This is an optimization exercise on Yosys and OpenROAD, whose aim is small area and a short achievable clock period, not a production implementation. Only simulation tests tie the RTL to the original design; equivalence was not proved. Power is estimated from default activity; no workload was simulated.

== lane 1 ==
## branch_detect_top
module branch_detect_top (
  input  logic          w_IssueFifoFire_1,
  input  logic          rstn,
  input  logic          i_pkt_valid,
  input  logic [935:0]  i_pkt,
  output logic          o_issue_valid,
  output logic [939:0]  o_issue,
  output logic          o_redirect_valid,
  output logic [31:0]   o_redirect
);
  logic                                dec_valid;
  logic [branch_pkg::packet_w-1:0]     dec;
  logic [branch_pkg::slot_count-1:0]   taken;
  logic                                exe_valid;
  logic                                exe_taken;
  logic [branch_pkg::packet_w-1:0]     exe;
  logic [branch_pkg::data_w-1:0]       pc;
  logic [branch_pkg::offset_w-1:0]     off;
  branch_decode u_decode (
    .w_IssueFifoFire_1 (w_IssueFifoFire_1),
    .rstn              (rstn),
    .i_pkt_valid       (i_pkt_valid),
    .i_pkt             (i_pkt),
    .o_dec_valid       (dec_valid),
    .o_dec             (dec),
    .o_taken           (taken)
  );
  branch_execute u_execute (
    .w_IssueFifoFire_1 (w_IssueFifoFire_1),
    .rstn              (rstn),
    .i_dec_valid       (dec_valid),
    .i_dec             (dec),
    .i_taken           (taken),
    .o_exe_valid       (exe_valid),
    .o_exe_taken       (exe_taken),
    .o_exe             (exe),
    .o_pc              (pc),
    .o_off             (off)
  );
  branch_result u_result (
    .w_IssueFifoFire_1 (w_IssueFifoFire_1),
    .rstn              (rstn),
    .i_exe_valid       (exe_valid),
    .i_exe_taken       (exe_taken),
    .i_exe             (exe),
    .i_pc              (pc),
    .i_off             (off),
    .o_issue_valid     (o_issue_valid),
    .o_issue           (o_issue),
    .o_redirect_valid  (o_redirect_valid),
    .o_redirect        (o_redirect)
  );
endmodule
Size: ~5,700 cells after synthesis, roughly 2,900 flip-flops, about 1,900 I/O pins, about 0.076 mm^2 of cells after synthesis.
Settings: LEC_CHECK=0, CAP_MARGIN=20, CORE_AREA=4 4 1196 180, CTS_CLUSTER_DIAMETER=50, CTS_CLUSTER_SIZE=25, DIE_AREA=0 0 1200 184, SETUP_SLACK_MARGIN=5, SLEW_MARGIN=20; clock period 8.0 ns.
standard.sh (not shown) runs the stock make flow with config.mk's settings and CLKGATE_MAP_FILE= SYNTH_SCRIPT=/design/flow/synth_recipe.tcl, a recipe that flattens the netlist after the stock synthesis.
==> flow/flow/run.sh <==
#!/bin/bash
# Standard ORFS layout, except that every port gets a small buf_1 as its
# buffer instead of the default pick (clkdlybuf4s50_1), which is larger
# and slower.
set -uo pipefail
bash standard.sh \
  'BUFFER_PORTS_ARGS=-buffer_cell sky130_fd_sc_hd__buf_1' \
  finish > standard.log 2>&1
#### Input delta (lane 2 over lane 1)
Settings: changing CTS_CLUSTER_DIAMETER from 50 to 60; changing DIE_AREA from 0 0 1200 184 to 0 0 560 560; changing CORE_AREA from 4 4 1196 180 to 4 4 556 556; changing CTS_CLUSTER_SIZE from 25 to 30.
==> flow/flow/run.sh <==
#!/bin/bash
# Standard ORFS layout with two changes to how it is placed:
#  - every port still gets a buffer, but a small buf_1 instead of the
#    default pick (clkdlybuf4s50_1), which is larger and slower;
#  - the pin placer keeps each packet input bit next to the output bit it
#    becomes (i_pkt[j] beside o_issue[j+4]), so that bit's three pipeline
#    registers can sit in a short chain between its two pins.
set -uo pipefail
groups=""
for ((j = 0; j < 936; j++)); do
  groups+=" -group_pins {i_pkt[$j] o_issue[$((j + 4))]}"
done
bash standard.sh \
  'BUFFER_PORTS_ARGS=-buffer_cell sky130_fd_sc_hd__buf_1' \
  "PLACE_PINS_ARGS=$groups" \
  finish > standard.log 2>&1
## What came out
Of the two candidates, lane 1 has the better via count and lane 2 the worse one.
Lower ratio of final minimum period to clock period goes to lane 2 over lane 1.
Diff lane 1 -> lane 2: amount of wire on met2 after detailed routing grew by 20%, average wire length per cell after detail routing has decreased, number of tap cells inserted rose about 40%, number of standard cells in the layout, taps in and fillers out increased 1,324.
[compare] base=lane 1 new=lane 2: cell area grew by 9.5%; area added between synthesis and finish grew by 12 points; power grew by 11%; number of multi-input combinational cells in the layout held steady.
The critical path's slowest cell comes out sky130_fd_sc_hd__dfrtp_2 in one run and sky130_fd_sc_hd__dfxtp_4 in the other, namely in lane 2 and lane 1 respectively.
Sequential power delta (lane 2 -> lane 1): insignificant


build 22:
The RTL this note starts from:
==> flow/design.v <==
package branch_pkg;
  localparam int slot_count = 8;
  localparam int slot_idx_w = 3;
  localparam int count_w    = 4;
  localparam int data_w     = 32;
  localparam int offset_w   = 16;
  localparam logic [2:0] op_bjp   = 3'd4;
  localparam logic [1:0] cond_eq = 2'd0;
  localparam logic [1:0] cond_ne = 2'd1;
  localparam logic [1:0] cond_lt = 2'd2;
  localparam logic [1:0] cond_ge = 2'd3;
  localparam int inst_w   = 3 + 2 + data_w + offset_w + data_w + data_w;
  localparam int opr_lsb  = 0;
  localparam int opl_lsb  = data_w;
  localparam int off_lsb  = 2 * data_w;
  localparam int pc_lsb   = 2 * data_w + offset_w;
  localparam int cond_lsb = 3 * data_w + offset_w;
  localparam int op_lsb   = 3 * data_w + offset_w + 2;
  localparam int packet_w = slot_count * inst_w;
  localparam int issue_w = packet_w + count_w;
endpackage
`timescale 1ns/1ns
module branch_decode (
  input  logic                               w_IssueFifoFire_1,
  input  logic                               rstn,
  input  logic                               i_pkt_valid,
  input  logic [branch_pkg::packet_w-1:0]    i_pkt,
  output logic                               o_dec_valid,
  output logic [branch_pkg::packet_w-1:0]    o_dec,
  output logic [branch_pkg::slot_count-1:0]  o_taken      
);
  localparam int W = branch_pkg::inst_w;
  localparam int N = branch_pkg::slot_count;
  function automatic logic [1:0] cmp32(input logic [31:0] a, input logic [31:0] b);
    logic [31:0] e, l;
    e = ~(a ^ b);
    l = ~a & b;
    l[31] = a[31] & ~b[31];
    for (int lv = 0; lv < 5; lv++) begin
      for (int k = 0; k < 32; k++) begin
        if (k % (2 << lv) == 0) begin
          l[k] = l[k+(1<<lv)] | (e[k+(1<<lv)] & l[k]);
          e[k] = e[k+(1<<lv)] & e[k];
        end
      end
    end
    cmp32 = {e[0], l[0]};
  endfunction
  logic [N-1:0] taken;
  always_comb begin
    for (int i = 0; i < N; i++) begin
      logic [1:0] el;
      logic [1:0] c;
      el = cmp32(i_pkt[W*i+branch_pkg::opl_lsb +: 32], i_pkt[W*i+branch_pkg::opr_lsb +: 32]);
      c  = i_pkt[W*i+branch_pkg::cond_lsb +: 2];
      taken[i] = (i_pkt[W*i+branch_pkg::op_lsb +: 3] == branch_pkg::op_bjp) &&
                 (c[1] ? (el[0] ^ c[0]) : (el[1] ^ c[0]));
    end
  end
  always_ff @(posedge w_IssueFifoFire_1 or negedge rstn) begin
    if (!rstn) begin
      o_dec_valid <= 1'b0;
    end else begin
      o_dec_valid <= i_pkt_valid;
    end
  end
  always_ff @(posedge w_IssueFifoFire_1) begin
    o_dec   <= i_pkt;
    o_taken <= taken;
  end
endmodule
`timescale 1ns/1ns
module branch_execute (
  input  logic                               w_IssueFifoFire_1,
  input  logic                               rstn,
  input  logic                               i_dec_valid,
  input  logic [branch_pkg::packet_w-1:0]    i_dec,
  input  logic [branch_pkg::slot_count-1:0]  i_taken,
  output logic                               o_exe_valid,
  output logic                               o_exe_taken,
  output logic [branch_pkg::packet_w-1:0]    o_exe,       
  output logic [branch_pkg::data_w-1:0]      o_pc,
  output logic [branch_pkg::offset_w-1:0]    o_off
);
  localparam int W = branch_pkg::inst_w;
  localparam int N = branch_pkg::slot_count;
  logic [N-1:0]                    keep;
  logic [N-1:0]                    first;
  logic [branch_pkg::packet_w-1:0] issue_pkt;
  logic [31:0]                     pc_sel;
  logic [15:0]                     off_sel;
  always_comb begin
    keep[0] = 1'b1;
    for (int i = 1; i < N; i++) begin
      keep[i] = 1'b1;
      for (int j = 0; j < i; j++) keep[i] = keep[i] & ~i_taken[j];
    end
    first = i_taken & keep;
    pc_sel  = '0;
    off_sel = '0;
    for (int i = 0; i < N; i++) begin
      issue_pkt[W*i +: W] = i_dec[W*i +: W] & {W{keep[i]}};
      pc_sel  = pc_sel  | (i_dec[W*i+branch_pkg::pc_lsb  +: 32] & {32{first[i]}});
      off_sel = off_sel | (i_dec[W*i+branch_pkg::off_lsb +: 16] & {16{first[i]}});
    end
  end
  always_ff @(posedge w_IssueFifoFire_1 or negedge rstn) begin
    if (!rstn) begin
      o_exe_valid <= 1'b0;
      o_exe_taken <= 1'b0;
    end else begin
      o_exe_valid <= i_dec_valid;
      o_exe_taken <= i_dec_valid & (|i_taken);
    end
  end
  always_ff @(posedge w_IssueFifoFire_1) begin
    o_exe    <= issue_pkt;
    o_pc     <= pc_sel;
    o_off    <= off_sel;
  end
endmodule
`timescale 1ns/1ns
module branch_result (
  input  logic                               w_IssueFifoFire_1,
  input  logic                               rstn,
  input  logic                               i_exe_valid,
  input  logic                               i_exe_taken,
  input  logic [branch_pkg::packet_w-1:0]    i_exe,
  input  logic [branch_pkg::data_w-1:0]      i_pc,
  input  logic [branch_pkg::offset_w-1:0]    i_off,
  output logic                               o_issue_valid,
  output logic [branch_pkg::issue_w-1:0]     o_issue,
  output logic                               o_redirect_valid,
  output logic [branch_pkg::data_w-1:0]      o_redirect
);
  logic [branch_pkg::count_w-1:0] count;
  always_comb begin
    logic [7:0] b;
    logic       s0, c0, s1, c1, s2, c2, s3, c3, x1, x2;
    for (int i = 0; i < branch_pkg::slot_count; i++) begin
      b[i] = (i_exe[branch_pkg::inst_w*i+branch_pkg::op_lsb +: 3] == branch_pkg::op_bjp);
    end
    s0 = b[0] ^ b[1] ^ b[2];
    c0 = (b[0] & b[1]) | (b[0] & b[2]) | (b[1] & b[2]);
    s1 = b[3] ^ b[4] ^ b[5];
    c1 = (b[3] & b[4]) | (b[3] & b[5]) | (b[4] & b[5]);
    s2 = b[6] ^ b[7];
    c2 = b[6] & b[7];
    s3 = s0 ^ s1 ^ s2;
    c3 = (s0 & s1) | (s0 & s2) | (s1 & s2);
    x1 = c0 ^ c1 ^ c2;
    x2 = (c0 & c1) | (c0 & c2) | (c1 & c2);
    count[0] = s3;
    count[1] = x1 ^ c3;
    count[2] = x2 ^ (x1 & c3);
    count[3] = x2 & x1 & c3;
  end
  always_ff @(posedge w_IssueFifoFire_1 or negedge rstn) begin
    if (!rstn) begin
      o_issue_valid    <= 1'b0;
      o_redirect_valid <= 1'b0;
    end else begin
      o_issue_valid    <= i_exe_valid;
      o_redirect_valid <= i_exe_taken;
    end
  end
  always_ff @(posedge w_IssueFifoFire_1) begin
    o_issue    <= {i_exe, count};
    o_redirect <= i_pc + {{16{i_off[15]}}, i_off};
  end
endmodule
`timescale 1ns/1ns
module branch_detect_top (
  input  logic          w_IssueFifoFire_1,
  input  logic          rstn,
  input  logic          i_pkt_valid,
  input  logic [935:0]  i_pkt,
  output logic          o_issue_valid,
  output logic [939:0]  o_issue,
  output logic          o_redirect_valid,
  output logic [31:0]   o_redirect
);
  logic                                dec_valid;
  logic [branch_pkg::packet_w-1:0]     dec;
  logic [branch_pkg::slot_count-1:0]   taken;
  logic                                exe_valid;
  logic                                exe_taken;
  logic [branch_pkg::packet_w-1:0]     exe;
  logic [branch_pkg::data_w-1:0]       pc;
  logic [branch_pkg::offset_w-1:0]     off;
  branch_decode u_decode (
    .w_IssueFifoFire_1 (w_IssueFifoFire_1),
    .rstn              (rstn),
    .i_pkt_valid       (i_pkt_valid),
    .i_pkt             (i_pkt),
    .o_dec_valid       (dec_valid),
    .o_dec             (dec),
    .o_taken           (taken)
  );
  branch_execute u_execute (
    .w_IssueFifoFire_1 (w_IssueFifoFire_1),
    .rstn              (rstn),
    .i_dec_valid       (dec_valid),
    .i_dec             (dec),
    .i_taken           (taken),
    .o_exe_valid       (exe_valid),
    .o_exe_taken       (exe_taken),
    .o_exe             (exe),
    .o_pc              (pc),
    .o_off             (off)
  );
  branch_result u_result (
    .w_IssueFifoFire_1 (w_IssueFifoFire_1),
    .rstn              (rstn),
    .i_exe_valid       (exe_valid),
    .i_exe_taken       (exe_taken),
    .i_exe             (exe),
    .i_pc              (pc),
    .i_off             (off),
    .o_issue_valid     (o_issue_valid),
    .o_issue           (o_issue),
    .o_redirect_valid  (o_redirect_valid),
    .o_redirect        (o_redirect)
  );
endmodule
clock: 8.0 ns
lec_check: 0
cap_margin: 20
core_area: 4 4 556 556
cts_cluster_diameter: 60
cts_cluster_size: 30
die_area: 0 0 560 560
slew_margin: 20
==> flow/flow/run.sh <==
#!/bin/bash
# Standard ORFS layout, except that every port gets a small buf_1 as its
# buffer instead of the default pick (clkdlybuf4s50_1), which is larger
# and slower.
set -uo pipefail
bash standard.sh \
  'BUFFER_PORTS_ARGS=-buffer_cell sky130_fd_sc_hd__buf_1' \
  finish > standard.log 2>&1
Changes in build 48 relative to build 22:
- changing CORE_AREA from 4 4 556 556 to 4 4 496 496
- removing CTS_CLUSTER_DIAMETER (formerly 60)
- changing DIE_AREA from 0 0 560 560 to 0 0 500 500
- removing CTS_CLUSTER_SIZE (formerly 30)
==> flow/flow/run.sh <==
#!/bin/bash
# Standard ORFS layout with two placement options changed:
#  - every port still gets a buffer, but a small buf_1 instead of the
#    default pick (clkdlybuf4s50_1), which is larger and slower;
#  - pins may sit one routing track apart, which lets the die shrink.
set -uo pipefail
bash standard.sh \
  'BUFFER_PORTS_ARGS=-buffer_cell sky130_fd_sc_hd__buf_1' \
  'PLACE_PINS_ARGS=-min_distance 1 -min_distance_in_tracks' \
  finish > standard.log 2>&1
Findings:
Stage in which a tool error killed build 48: global routing. [build 48] depth of the CTS H-tree rose 1 relative to build 22. Between build 22 and build 48, the number of buffers created by CTS is higher for build 48. Compare build 22 and build 48 | die boundary height lower: build 48. Measured against each other, build 22 and build 48 differ in number of cells in the design after placement, the lower figure coming from build 48. Build 48 ended with less number of cell rows than build 22.
Setup changes, build 48 to build 34
- DIE_AREA now 0 0 1400 160, was 0 0 500 500
- CORE_AREA now 4 4 1396 156, was 4 4 496 496
- CTS_CLUSTER_SIZE now 25, previously not set
- PLACE_DENSITY now 0.4, previously not set
- SETUP_SLACK_MARGIN now 5, previously not set
- CTS_CLUSTER_DIAMETER now 50, previously not set
==> flow/flow/run.sh <==
#!/bin/bash
# Standard ORFS layout, except that every port gets a small buf_1 as its
# buffer instead of the default pick (clkdlybuf4s50_1), which is larger
# and slower.
set -uo pipefail
bash standard.sh \
  'BUFFER_PORTS_ARGS=-buffer_cell sky130_fd_sc_hd__buf_1' \
  finish > standard.log 2>&1
### Flow results
- Apart from build 48, each of build 48 and build 34 ends the flow with a layout that passes the timing, DRC and antenna checks.
- Build 48: GRT-0116 in global routing -> run aborted
- Cell count after placement, build 48 and build 34, higher one = build 48.
- Build 48 -> build 34: compound-gate portion of the synthesized area delta 0, exact match
- Comparing build 48 and build 34, post-CTS setup-driven buffer insertion count is lower on build 48.
- Number of rows created at floorplan ended up 125 lower on build 34 than on build 48.
- The post-detailed-placement cell area was comparable across build 48 and build 34.
- From build 48 to build 34 the numbers moved as follows: mean instance size in the synthesized netlist neither gained nor lost much, number of placed I/O pins neither gained nor lost much, total CTS buffers lost about 56%, number of cells produced by synthesis neither gained nor lost much, die boundary width picked up an extra 900 um.
- Looking at starting density of the core across build 48 and build 34, the one that comes out higher is build 34.
Inputs modified between build 34 and build 71:
- CORE_AREA: 4 4 1396 156 -> 4 4 436 436
- PLACE_DENSITY: 0.4 -> unset
- DIE_AREA: 0 0 1400 160 -> 0 0 440 440
- CTS_BUF_LIST: unset -> sky130_fd_sc_hd__clkbuf_4 sky130_fd_sc_hd__clkbuf_8
- CTS_CLUSTER_SIZE: 25 -> unset
- SETUP_SLACK_MARGIN: 5 -> unset
- CTS_CLUSTER_DIAMETER: 50 -> unset
==> flow/flow/run.sh <==
#!/bin/bash
# Standard ORFS layout with two placement options changed:
#  - every port still gets a buffer, but a small buf_1 instead of the
#    default pick (clkdlybuf4s50_1), which is larger and slower;
#  - pins may sit one routing track apart, which lets the die shrink.
set -uo pipefail
bash standard.sh \
  'BUFFER_PORTS_ARGS=-buffer_cell sky130_fd_sc_hd__buf_1' \
  'PLACE_PINS_ARGS=-min_distance 1 -min_distance_in_tracks' \
  finish > standard.log 2>&1
==> notes.md <==
- Diff build 34 -> build 71: synthesized cell count comparable; chip width now smaller; initial standard-cell utilization of the core now larger; number of buffers created by CTS now larger.
- Tool error GRT-0116 stopped build 71 during global routing; no final results.
- Build 34: done, clean on timing, DRC and antenna

-- static timing again, ports no longer ideal --
Ports are ideal in the flow. The routed layouts listed here were re-timed in OpenROAD. Step 1 assumes that a clkbuf_16 drives the clock port and a buf_2 every other input. Step 2, shift: input delay + t, output delay - t, t = (earliest + latest rising clock arrival at the registers) / 2. This alone moves slack from input paths to output paths. a / b / c = ideal / step 1 / step 2; a / b = the first two.
| run | shift t [ns] | setup slack, ns | hold slack, ns | worst register clock-pin slew, ns |
|---|---|---|---|---|
| lane 1 | 0.945 | 4.921 / 4.805 / 4.142 | 0.301 / 0.301 / 0.301 | 0.12 / 0.12 |
| lane 2 | 0.929 | 4.950 / 4.853 / 4.088 | 0.290 / 0.290 / 0.290 | 0.11 / 0.11 |
| build 22 | 0.980 | 4.332 / 4.234 / 3.688 | 0.291 / 0.291 / 0.291 | 0.12 / 0.12 |
| build 34 | 1.007 | 4.910 / 4.893 / 4.005 | 0.301 / 0.301 / 0.301 | 0.11 / 0.11 |
After both steps setup and hold are still met in every run listed. The setup slack of build 34, which loses most, moves by -0.017 ns with the drivers and by -0.905 ns with both steps.
